This design comes from an exercise in tuning for small area and a short achievable clock period on the open sky130 flow, not from production work. In this exercise RTL edits were held to simulation tests only and were not proved equivalent to the original. Power and IR drop assume default switching activity.

==> flow/design.v <==
`timescale 1ns/1ps
package cmd_track_pkg;
   typedef struct packed
   {
      logic [8-1:0] tag;
   } cmd_issue_t;
   typedef struct packed
   {
      logic [$clog2(16)-1:0] slot;
   } cmd_cpl_t;
   typedef struct packed
   {
      logic [$clog2(16)-1:0] slot;
      logic [8-1:0]  tag;
      logic [16-1:0]   age;
   } cmd_timeout_t;
   typedef struct packed
   {
      logic                   we;
      logic [2-1:0] addr;
      logic [16-1:0]   wdata;
   } cmd_reg_req_t;
   typedef struct packed
   {
      logic                 en;
      logic [16-1:0] thresh;
   } cmd_cfg_t;
endpackage
`timescale 1ns/1ps
module cmd_track_cfg (
   input  logic                         clk,
   input  logic                         rst_n,
   input  cmd_track_pkg::cmd_reg_req_t  reg_req,
   input  logic [2-1:0]       reg_addr_rd,
   output logic [16-1:0]         reg_rdata,
   output cmd_track_pkg::cmd_cfg_t      cfg,
   input  logic                         to_fire
);
logic                 en_q;
logic [16-1:0] thresh_q;
logic [16-1:0] count_q;
logic                 wr_ctrl;
logic                 wr_thresh;
assign wr_ctrl = reg_req.we && (reg_req.addr == 2'd0);
assign wr_thresh = reg_req.we && (reg_req.addr == 2'd1);
always_ff @(posedge clk)
begin
   if (!rst_n)
   begin
      en_q <= 1'b0;
      thresh_q <= '0;
      count_q <= '0;
   end
   else
   begin
      if (wr_ctrl)
      begin
         en_q <= reg_req.wdata[0];
      end
      if (wr_thresh)
      begin
         thresh_q <= reg_req.wdata;
      end
      if (to_fire && (count_q != '1))
      begin
         count_q <= count_q + 1'b1;
      end
   end
end
always_comb
begin
   case (reg_addr_rd)
      2'd0:   reg_rdata = {{(16-1){1'b0}}, en_q};
      2'd1: reg_rdata = thresh_q;
      2'd2:  reg_rdata = count_q;
      default:         reg_rdata = '0;
   endcase
end
assign cfg.en = en_q;
assign cfg.thresh = thresh_q;
endmodule
`timescale 1ns/1ps
module cmd_track_top (
   input  logic                          clk,
   input  logic                          rst_n,
   input  logic [8-1:0]         issue_tag,
   input  logic                          issue_valid,
   output logic                          issue_ready,
   output logic [$clog2(16)-1:0]        issue_slot,
   input  logic [$clog2(16)-1:0]        cpl_slot,
   input  logic                          cpl_valid,
   output logic [$clog2(16)-1:0]        to_slot,
   output logic [8-1:0]         to_tag,
   output logic [16-1:0]          to_age,
   output logic                          to_valid,
   input  logic                          to_ready,
   input  logic                          reg_we,
   input  logic [2-1:0]        reg_addr,
   input  logic [16-1:0]          reg_wdata,
   input  logic [2-1:0]        reg_addr_rd,
   output logic [16-1:0]          reg_rdata
);
localparam int N  = 16;
localparam int SW = $clog2(16);
localparam int TW = 8;
localparam int AW = 16;
cmd_track_pkg::cmd_reg_req_t   reg_req;
cmd_track_pkg::cmd_cfg_t       cfg;
assign reg_req.we = reg_we;
assign reg_req.addr = reg_addr;
assign reg_req.wdata = reg_wdata;
logic [AW-1:0]  now_q;
logic [N-1:0]   busy_q;
logic [TW-1:0]  tag_q   [N];
logic [AW-1:0]  stamp_q [N];
logic [N*N-1:0] ord_q;
logic           rec_valid_q;
logic [AW-1:0]  rec_age_q;
logic           to_valid_q;
logic [SW-1:0]  to_slot_q;
logic [TW-1:0]  to_tag_q;
logic [N-1:0]   free_oh;
logic [N-1:0]   old_oh;
logic [N-1:0]   cpl_oh;
logic [N-1:0]   clr;
logic [SW-1:0]  old_slot;
logic [TW-1:0]  old_tag;
logic [AW-1:0]  old_stamp;
logic           any_busy;
logic           cpl_hit;
logic           fire;
logic           to_fire;
always_comb
begin
   for (int i = 0; i < N; i++)
   begin
      free_oh[i] = ~busy_q[i];
      for (int j = 0; j < i; j++)
      begin
         free_oh[i] = free_oh[i] & busy_q[j];
      end
   end
end
always_comb
begin
   for (int i = 0; i < N; i++)
   begin
      old_oh[i] = busy_q[i];
      for (int j = 0; j < N; j++)
      begin
         if (j < i)
            old_oh[i] = old_oh[i] & (~busy_q[j] | ~ord_q[j*N+i]);
         else if (j > i)
            old_oh[i] = old_oh[i] & (~busy_q[j] | ord_q[i*N+j]);
      end
   end
end
always_comb
begin
   issue_slot = '0;
   old_slot = '0;
   old_tag = '0;
   old_stamp = '0;
   for (int i = 0; i < N; i++)
   begin
      issue_slot = issue_slot | (free_oh[i] ? i[SW-1:0] : '0);
      old_slot = old_slot | (old_oh[i] ? i[SW-1:0] : '0);
      old_tag = old_tag | (old_oh[i] ? tag_q[i] : '0);
      old_stamp = old_stamp | (old_oh[i] ? stamp_q[i] : '0);
   end
end
assign issue_ready = ~&busy_q;
assign any_busy = |busy_q;
always_comb
begin
   for (int i = 0; i < N; i++)
   begin
      cpl_oh[i] = cpl_valid && (cpl_slot == i[SW-1:0]);
   end
end
assign cpl_hit = |(cpl_oh & old_oh);
assign fire = cfg.en && rec_valid_q && (rec_age_q >= cfg.thresh) &&
              !to_valid_q && !cpl_hit;
assign clr = cpl_oh | (fire ? old_oh : '0);
assign to_fire = to_valid_q & to_ready;
always_ff @(posedge clk)
begin
   if (!rst_n)
   begin
      now_q <= '0;
      busy_q <= '0;
      rec_valid_q <= 1'b0;
      to_valid_q <= 1'b0;
   end
   else
   begin
      now_q <= now_q + 1'b1;
      busy_q <= (busy_q & ~clr) | (issue_valid ? free_oh : '0);
      rec_valid_q <= any_busy && !cpl_hit && !fire;
      if (fire)
      begin
         to_valid_q <= 1'b1;
      end
      else if (to_ready)
      begin
         to_valid_q <= 1'b0;
      end
   end
end
always_ff @(posedge clk)
begin
   if (!fire && !(to_valid_q && !to_ready))
   begin
      rec_age_q <= now_q - old_stamp;
   end
   if (fire)
   begin
      to_slot_q <= old_slot;
      to_tag_q <= old_tag;
   end
end
for (genvar i = 0; i < N; i++)
begin : g_slot
   always_ff @(posedge clk)
   begin
      if (free_oh[i])
      begin
         tag_q[i] <= issue_tag;
         stamp_q[i] <= now_q;
      end
   end
   for (genvar j = i + 1; j < N; j++)
   begin : g_ord
      always_ff @(posedge clk)
      begin
         if (free_oh[j])
            ord_q[i*N+j] <= 1'b1;
         else if (free_oh[i])
            ord_q[i*N+j] <= 1'b0;
      end
   end
end
assign to_valid = to_valid_q;
assign to_slot = to_slot_q;
assign to_tag = to_tag_q;
assign to_age = rec_age_q;
cmd_track_cfg u_cfg (
   .clk          (clk),
   .rst_n        (rst_n),
   .reg_req      (reg_req),
   .reg_addr_rd  (reg_addr_rd),
   .reg_rdata    (reg_rdata),
   .cfg          (cfg),
   .to_fire      (to_fire)
);
endmodule
clock: 11.5 ns
lec_check: 0
cap_margin: 20
core_margin: 2
core_utilization: 65
cts_cluster_diameter: 80
cts_cluster_size: 25
slew_margin: 20
standard.sh (not shown) runs the stock make flow with config.mk's settings and CLKGATE_MAP_FILE= SYNTH_SCRIPT=/design/flow/synth_recipe.tcl, a recipe that flattens the netlist after the stock synthesis.
==> flow/flow/run.sh <==
#!/bin/bash
# The standard layout, with plain buffers (buf_2) on the ports instead of the
# delay cells buffer_ports picks by default, and timing repair aiming for
# 6.0 ns of setup slack; make's output goes to standard_flow.log, each tool's
# log stays under orfs/logs
set -euo pipefail
export BUFFER_PORTS_ARGS="-buffer_cell sky130_fd_sc_hd__buf_2"
bash standard.sh finish SETUP_SLACK_MARGIN=6.0 > standard_flow.log 2>&1
Change:
--- a/flow/design.v
+++ b/flow/design.v
@@ -117,10 +117,11 @@
 logic           rec_valid_q;
 logic [AW-1:0]  rec_age_q;
 logic           to_valid_q;
 logic [SW-1:0]  to_slot_q;
 logic [TW-1:0]  to_tag_q;
+logic [AW-1:0]  to_age_q;
 logic [N-1:0]   free_oh;
 logic [N-1:0]   old_oh;
 logic [N-1:0]   cpl_oh;
 logic [N-1:0]   clr;
 logic [SW-1:0]  old_slot;
@@ -207,18 +208,16 @@
       end
    end
 end
 always_ff @(posedge clk)
 begin
-   if (!fire && !(to_valid_q && !to_ready))
-   begin
-      rec_age_q <= now_q - old_stamp;
-   end
+   rec_age_q <= now_q - old_stamp;
    if (fire)
    begin
       to_slot_q <= old_slot;
       to_tag_q <= old_tag;
+      to_age_q <= rec_age_q;
    end
 end
 for (genvar i = 0; i < N; i++)
 begin : g_slot
    always_ff @(posedge clk)
@@ -241,11 +240,11 @@
    end
 end
 assign to_valid = to_valid_q;
 assign to_slot = to_slot_q;
 assign to_tag = to_tag_q;
-assign to_age = rec_age_q;
+assign to_age = to_age_q;
 cmd_track_cfg u_cfg (
    .clk          (clk),
    .rst_n        (rst_n),
    .reg_req      (reg_req),
    .reg_addr_rd  (reg_addr_rd),
Sequential power goes up slightly. Cell area goes up slightly. Combinational power goes up by well over a third. Synthesized area barely changes. First-iteration DRC count goes up by a few percent. Worst setup slack gains 0.034 ns. Power goes up by a little under a tenth. Die area barely changes. Critical path depth goes down by 1. Sequential share of layout area goes up by 0.72 points.

* * *

Another version of the RTL of cmd_track_top (not shown whole).
Size in the first run: ~1800 cells after synthesis, roughly 540 flip-flops, roughly 23000 sq um of cells after synthesis.
// cmd_track_top
module cmd_track_top (
   input  logic                          clk,
   input  logic                          rst_n,
   input  logic [8-1:0]         issue_tag,
   input  logic                          issue_valid,
   output logic                          issue_ready,
   output logic [$clog2(16)-1:0]        issue_slot,
   input  logic [$clog2(16)-1:0]        cpl_slot,
   input  logic                          cpl_valid,
   output logic [$clog2(16)-1:0]        to_slot,
   output logic [8-1:0]         to_tag,
   output logic [16-1:0]          to_age,
   output logic                          to_valid,
   input  logic                          to_ready,
   input  logic                          reg_we,
   input  logic [2-1:0]        reg_addr,
   input  logic [16-1:0]          reg_wdata,
   input  logic [2-1:0]        reg_addr_rd,
   output logic [16-1:0]          reg_rdata
);
Settings: LEC_CHECK=0, CAP_MARGIN=20, CORE_MARGIN=2, CORE_UTILIZATION=80, CTS_CLUSTER_DIAMETER=80, CTS_CLUSTER_SIZE=25, SLEW_MARGIN=20; clock period 11.5 ns.
==> flow/flow/run.sh <==
#!/bin/bash
# The standard layout, with plain buffers (buf_1) on the ports instead of the
# delay cells buffer_ports picks by default, and timing repair aiming for
# 6.0 ns of setup slack; make's output goes to standard_flow.log, each tool's
# log stays under orfs/logs
set -euo pipefail
export BUFFER_PORTS_ARGS="-buffer_cell sky130_fd_sc_hd__buf_1"
bash standard.sh finish SETUP_SLACK_MARGIN=6.0 > standard_flow.log 2>&1
The starting point ran to the end with no violations.
Rerun with:
--- a/flow/design.v
+++ b/flow/design.v
@@ -31,53 +31,50 @@
    input  logic                         clk,
    input  logic                         rst_n,
    input  cmd_track_pkg::cmd_reg_req_t  reg_req,
    input  logic [2-1:0]       reg_addr_rd,
    output logic [16-1:0]         reg_rdata,
    output cmd_track_pkg::cmd_cfg_t      cfg,
    input  logic                         to_fire
 );
 logic                 en_q;
 logic [16-1:0] thresh_q;
 logic [16-1:0] count_q;
-logic [16-1:0] count_inc;
-logic                 count_full;
 logic                 wr_ctrl;
 logic                 wr_thresh;
 assign wr_ctrl = reg_req.we && (reg_req.addr == 2'd0);
 assign wr_thresh = reg_req.we && (reg_req.addr == 2'd1);
 always_ff @(posedge clk)
 begin
    if (!rst_n)
    begin
       en_q <= 1'b0;
       thresh_q <= '0;
       count_q <= '0;
    end
    else
    begin
       if (wr_ctrl)
       begin
          en_q <= reg_req.wdata[0];
       end
       if (wr_thresh)
       begin
          thresh_q <= reg_req.wdata;
       end
-      if (to_fire && !count_full)
+      if (to_fire && (count_q != '1))
       begin
-         count_q <= count_inc;
+         count_q <= count_q + 1'b1;
       end
    end
 end
-assign {count_full, count_inc} = {1'b0, count_q} + 1'b1;
 always_comb
 begin
    case (reg_addr_rd)
       2'd0:   reg_rdata = {{(16-1){1'b0}}, en_q};
       2'd1: reg_rdata = thresh_q;
       2'd2:  reg_rdata = count_q;
       default:         reg_rdata = '0;
    endcase
 end
 assign cfg.en = en_q;
 assign cfg.thresh = thresh_q;
@@ -129,23 +126,22 @@
 logic [N-1:0]   rec_oh;
 logic [AW-1:0]  stamp_lo;
 logic [AW-1:0]  stamp_hi;
 logic [AW-1:0]  age_lo;
 logic [AW-1:0]  age_hi;
 logic           wrap_lo;
 logic           wrap_hi;
 logic           any_lo;
 logic           any_hi;
 logic           lo_older;
 logic           cpl_hit_rec;
-logic           cpl_half;
 logic [N-1:0]   cpl_oh;
 logic [N-1:0]   clr;
 logic [SW-1:0]  old_slot;
 logic [TW-1:0]  old_tag;
 logic           any_busy;
 logic           cpl_hit;
 logic           fire;
 logic           to_fire;
 always_comb
 begin
    for (int i = 0; i < N; i++)
@@ -188,57 +184,43 @@
 assign any_hi = |busy_q[N-1:N/2];
 assign {wrap_lo, age_lo} = {1'b0, now_q} - {1'b0, stamp_lo};
 assign {wrap_hi, age_hi} = {1'b0, now_q} - {1'b0, stamp_hi};
 assign lo_older = !any_hi ||
                   (any_lo && ((wrap_lo != wrap_hi) ? wrap_lo : (stamp_lo < stamp_hi)));
 assign old_oh = lo_older ? {{(N/2){1'b0}}, half_oh[N/2-1:0]} :
                            {half_oh[N-1:N/2], {(N/2){1'b0}}};
 assign rec_oh = rec_lo_q ? {{(N/2){1'b0}}, half_oh[N/2-1:0]} :
                            {half_oh[N-1:N/2], {(N/2){1'b0}}};
 always_comb
 begin
-   logic [TW-1:0]   tag_lo;
-   logic [TW-1:0]   tag_hi;
-   logic [SW-2:0]   slot_lo;
-   logic [SW-2:0]   slot_hi;
    issue_slot = '0;
-   tag_lo = '0;
-   tag_hi = '0;
-   slot_lo = '0;
-   slot_hi = '0;
+   old_slot = '0;
+   old_tag = '0;
    for (int i = 0; i < N; i++)
    begin
       issue_slot = issue_slot | (free_oh[i] ? i[SW-1:0] : '0);
+      old_slot = old_slot | (rec_oh[i] ? i[SW-1:0] : '0);
+      old_tag = old_tag | (rec_oh[i] ? tag_q[i] : '0);
    end
-   for (int i = 0; i < N/2; i++)
-   begin
-      tag_lo = tag_lo | (half_oh[i] ? tag_q[i] : '0);
-      tag_hi = tag_hi | (half_oh[i+N/2] ? tag_q[i+N/2] : '0);
-      slot_lo = slot_lo | (half_oh[i] ? i[SW-2:0] : '0);
-      slot_hi = slot_hi | (half_oh[i+N/2] ? i[SW-2:0] : '0);
-   end
-   old_tag = rec_lo_q ? tag_lo : tag_hi;
-   old_slot = rec_lo_q ? {1'b0, slot_lo} : {1'b1, slot_hi};
 end
 assign issue_ready = ~&busy_q;
 assign any_busy = |busy_q;
 always_comb
 begin
    for (int i = 0; i < N; i++)
    begin
       cpl_oh[i] = cpl_valid && (cpl_slot == i[SW-1:0]);
    end
 end
-assign cpl_half = cpl_valid && half_oh[cpl_slot];
-assign cpl_hit = cpl_half && (cpl_slot[SW-1] != lo_older);
-assign cpl_hit_rec = cpl_half && (cpl_slot[SW-1] != rec_lo_q);
+assign cpl_hit = |(cpl_oh & old_oh);
+assign cpl_hit_rec = |(cpl_oh & rec_oh);
 assign fire = cfg.en && rec_valid_q && (rec_age_q >= cfg.thresh) &&
               !to_valid_q && !cpl_hit_rec;
 assign clr = cpl_oh | (fire ? rec_oh : '0);
 assign to_fire = to_valid_q & to_ready;
 always_ff @(posedge clk)
 begin
    if (!rst_n)
    begin
       now_q <= '0;
       busy_q <= '0;
       rec_valid_q <= 1'b0;
Outcome:
- The new run produced a clean layout
- hold slack improved by 8.6 ps
- first-iteration DRC count falls by 8.3%
- design area rises by 1.7%
- combinational power falls by 11%
- worst setup slack improved by 83 ps
- total power falls by 1.2%
- die area rises by 1.7%
- wire length stays flat
- final cell count rises by 2.1%
- fmax rises by 1.6%

* * *

Starting RTL as in the previous note.
Settings: LEC_CHECK=0, CAP_MARGIN=20, CORE_MARGIN=2, CORE_UTILIZATION=75, CTS_CLUSTER_DIAMETER=80, CTS_CLUSTER_SIZE=25, SLEW_MARGIN=20; clock period 11.5 ns.
Scripts as last shown in full above: flow/flow/run.sh
The first run completed without violations.
Change:
--- a/flow/design.v
+++ b/flow/design.v
@@ -32,22 +32,20 @@
    input  logic                         rst_n,
    input  cmd_track_pkg::cmd_reg_req_t  reg_req,
    input  logic [2-1:0]       reg_addr_rd,
    output logic [16-1:0]         reg_rdata,
    output cmd_track_pkg::cmd_cfg_t      cfg,
    input  logic                         to_fire
 );
 logic                 en_q;
 logic [16-1:0] thresh_q;
 logic [16-1:0] count_q;
-logic [16-1:0] count_inc;
-logic                 count_full;
 logic                 wr_ctrl;
 logic                 wr_thresh;
 assign wr_ctrl = reg_req.we && (reg_req.addr == 2'd0);
 assign wr_thresh = reg_req.we && (reg_req.addr == 2'd1);
 always_ff @(posedge clk)
 begin
    if (!rst_n)
    begin
       en_q <= 1'b0;
       thresh_q <= '0;
@@ -56,27 +54,26 @@
    else
    begin
       if (wr_ctrl)
       begin
          en_q <= reg_req.wdata[0];
       end
       if (wr_thresh)
       begin
          thresh_q <= reg_req.wdata;
       end
-      if (to_fire && !count_full)
+      if (to_fire && (count_q != '1))
       begin
-         count_q <= count_inc;
+         count_q <= count_q + 1'b1;
       end
    end
 end
-assign {count_full, count_inc} = {1'b0, count_q} + 1'b1;
 always_comb
 begin
    case (reg_addr_rd)
       2'd0:   reg_rdata = {{(16-1){1'b0}}, en_q};
       2'd1: reg_rdata = thresh_q;
       2'd2:  reg_rdata = count_q;
       default:         reg_rdata = '0;
    endcase
 end
 assign cfg.en = en_q;
@@ -130,21 +127,20 @@
 logic [AW-1:0]  stamp_lo;
 logic [AW-1:0]  stamp_hi;
 logic [AW-1:0]  age_lo;
 logic [AW-1:0]  age_hi;
 logic           wrap_lo;
 logic           wrap_hi;
 logic           any_lo;
 logic           any_hi;
 logic           lo_older;
 logic           cpl_hit_rec;
-logic           cpl_half;
 logic [N-1:0]   cpl_oh;
 logic [N-1:0]   clr;
 logic [SW-1:0]  old_slot;
 logic [TW-1:0]  old_tag;
 logic           any_busy;
 logic           cpl_hit;
 logic           fire;
 logic           to_fire;
 always_comb
 begin
@@ -189,55 +185,41 @@
 assign {wrap_lo, age_lo} = {1'b0, now_q} - {1'b0, stamp_lo};
 assign {wrap_hi, age_hi} = {1'b0, now_q} - {1'b0, stamp_hi};
 assign lo_older = !any_hi ||
                   (any_lo && ((wrap_lo != wrap_hi) ? wrap_lo : (stamp_lo < stamp_hi)));
 assign old_oh = lo_older ? {{(N/2){1'b0}}, half_oh[N/2-1:0]} :
                            {half_oh[N-1:N/2], {(N/2){1'b0}}};
 assign rec_oh = rec_lo_q ? {{(N/2){1'b0}}, half_oh[N/2-1:0]} :
                            {half_oh[N-1:N/2], {(N/2){1'b0}}};
 always_comb
 begin
-   logic [TW-1:0]   tag_lo;
-   logic [TW-1:0]   tag_hi;
-   logic [SW-2:0]   slot_lo;
-   logic [SW-2:0]   slot_hi;
    issue_slot = '0;
-   tag_lo = '0;
-   tag_hi = '0;
-   slot_lo = '0;
-   slot_hi = '0;
+   old_slot = '0;
+   old_tag = '0;
    for (int i = 0; i < N; i++)
    begin
       issue_slot = issue_slot | (free_oh[i] ? i[SW-1:0] : '0);
+      old_slot = old_slot | (rec_oh[i] ? i[SW-1:0] : '0);
+      old_tag = old_tag | (rec_oh[i] ? tag_q[i] : '0);
    end
-   for (int i = 0; i < N/2; i++)
-   begin
-      tag_lo = tag_lo | (half_oh[i] ? tag_q[i] : '0);
-      tag_hi = tag_hi | (half_oh[i+N/2] ? tag_q[i+N/2] : '0);
-      slot_lo = slot_lo | (half_oh[i] ? i[SW-2:0] : '0);
-      slot_hi = slot_hi | (half_oh[i+N/2] ? i[SW-2:0] : '0);
-   end
-   old_tag = rec_lo_q ? tag_lo : tag_hi;
-   old_slot = rec_lo_q ? {1'b0, slot_lo} : {1'b1, slot_hi};
 end
 assign issue_ready = ~&busy_q;
 assign any_busy = |busy_q;
 always_comb
 begin
    for (int i = 0; i < N; i++)
    begin
       cpl_oh[i] = cpl_valid && (cpl_slot == i[SW-1:0]);
    end
 end
-assign cpl_half = cpl_valid && half_oh[cpl_slot];
-assign cpl_hit = cpl_half && (cpl_slot[SW-1] != lo_older);
-assign cpl_hit_rec = cpl_half && (cpl_slot[SW-1] != rec_lo_q);
+assign cpl_hit = |(cpl_oh & old_oh);
+assign cpl_hit_rec = |(cpl_oh & rec_oh);
 assign fire = cfg.en && rec_valid_q && (rec_age_q >= cfg.thresh) &&
               !to_valid_q && !cpl_hit_rec;
 assign clr = cpl_oh | (fire ? rec_oh : '0);
 assign to_fire = to_valid_q & to_ready;
 always_ff @(posedge clk)
 begin
    if (!rst_n)
    begin
       now_q <= '0;
       busy_q <= '0;
Result: The changed run finished with timing, DRC and antenna clean. First-iteration DRC count decreases by 19%. Hold slack is better by 4.7 ps. Total power drops by 2.8%. Core utilization shrinks by 0.69 points. Register-to-register slack improved by 150 ps.

==> what the ideal ports hide <==
Ports are ideal in the flow. The routed layouts listed here were re-timed in OpenROAD.
Step 1 sets driving cells, clkbuf_16 on the clock port and buf_2 on the other inputs (assumed; they add their load-dependent delay and slew).
Step 2 also shifts input and output timing later by t, the mid clock arrival at the registers, as if the neighbouring blocks saw the same clock.
Slacks: no drivers / after step 1 / after step 2; pairs: no drivers / after step 1.
run | t (ns) | slack for setup (ns) | worst setup path at the end | latest minus earliest clock arrival (ns)
the first run of note 1 | 0.670 | 6.039 / 5.979 / 6.104 | input to output | 0.022 / 0.022
the second run of note 1 | 0.665 | 6.073 / 6.015 / 6.088 | input to output | 0.029 / 0.029
the first run of note 2 | 0.645 | 6.039 / 6.039 / 5.971 | input to register | 0.041 / 0.041
the second run of note 2 | 0.637 | 6.123 / 6.097 / 5.929 | input to register | 0.020 / 0.019
the first run of note 3 | 0.649 | 6.052 / 6.026 / 6.026 | input to output | 0.033 / 0.033
the second run of note 3 | 0.643 | 6.094 / 6.069 / 6.011 | input to register | 0.044 / 0.045
After both steps setup and hold are still met in every run listed. For the second run of note 2, which loses most, drivers alone change the setup slack by -0.026 ns; drivers and shift together by -0.194 ns.
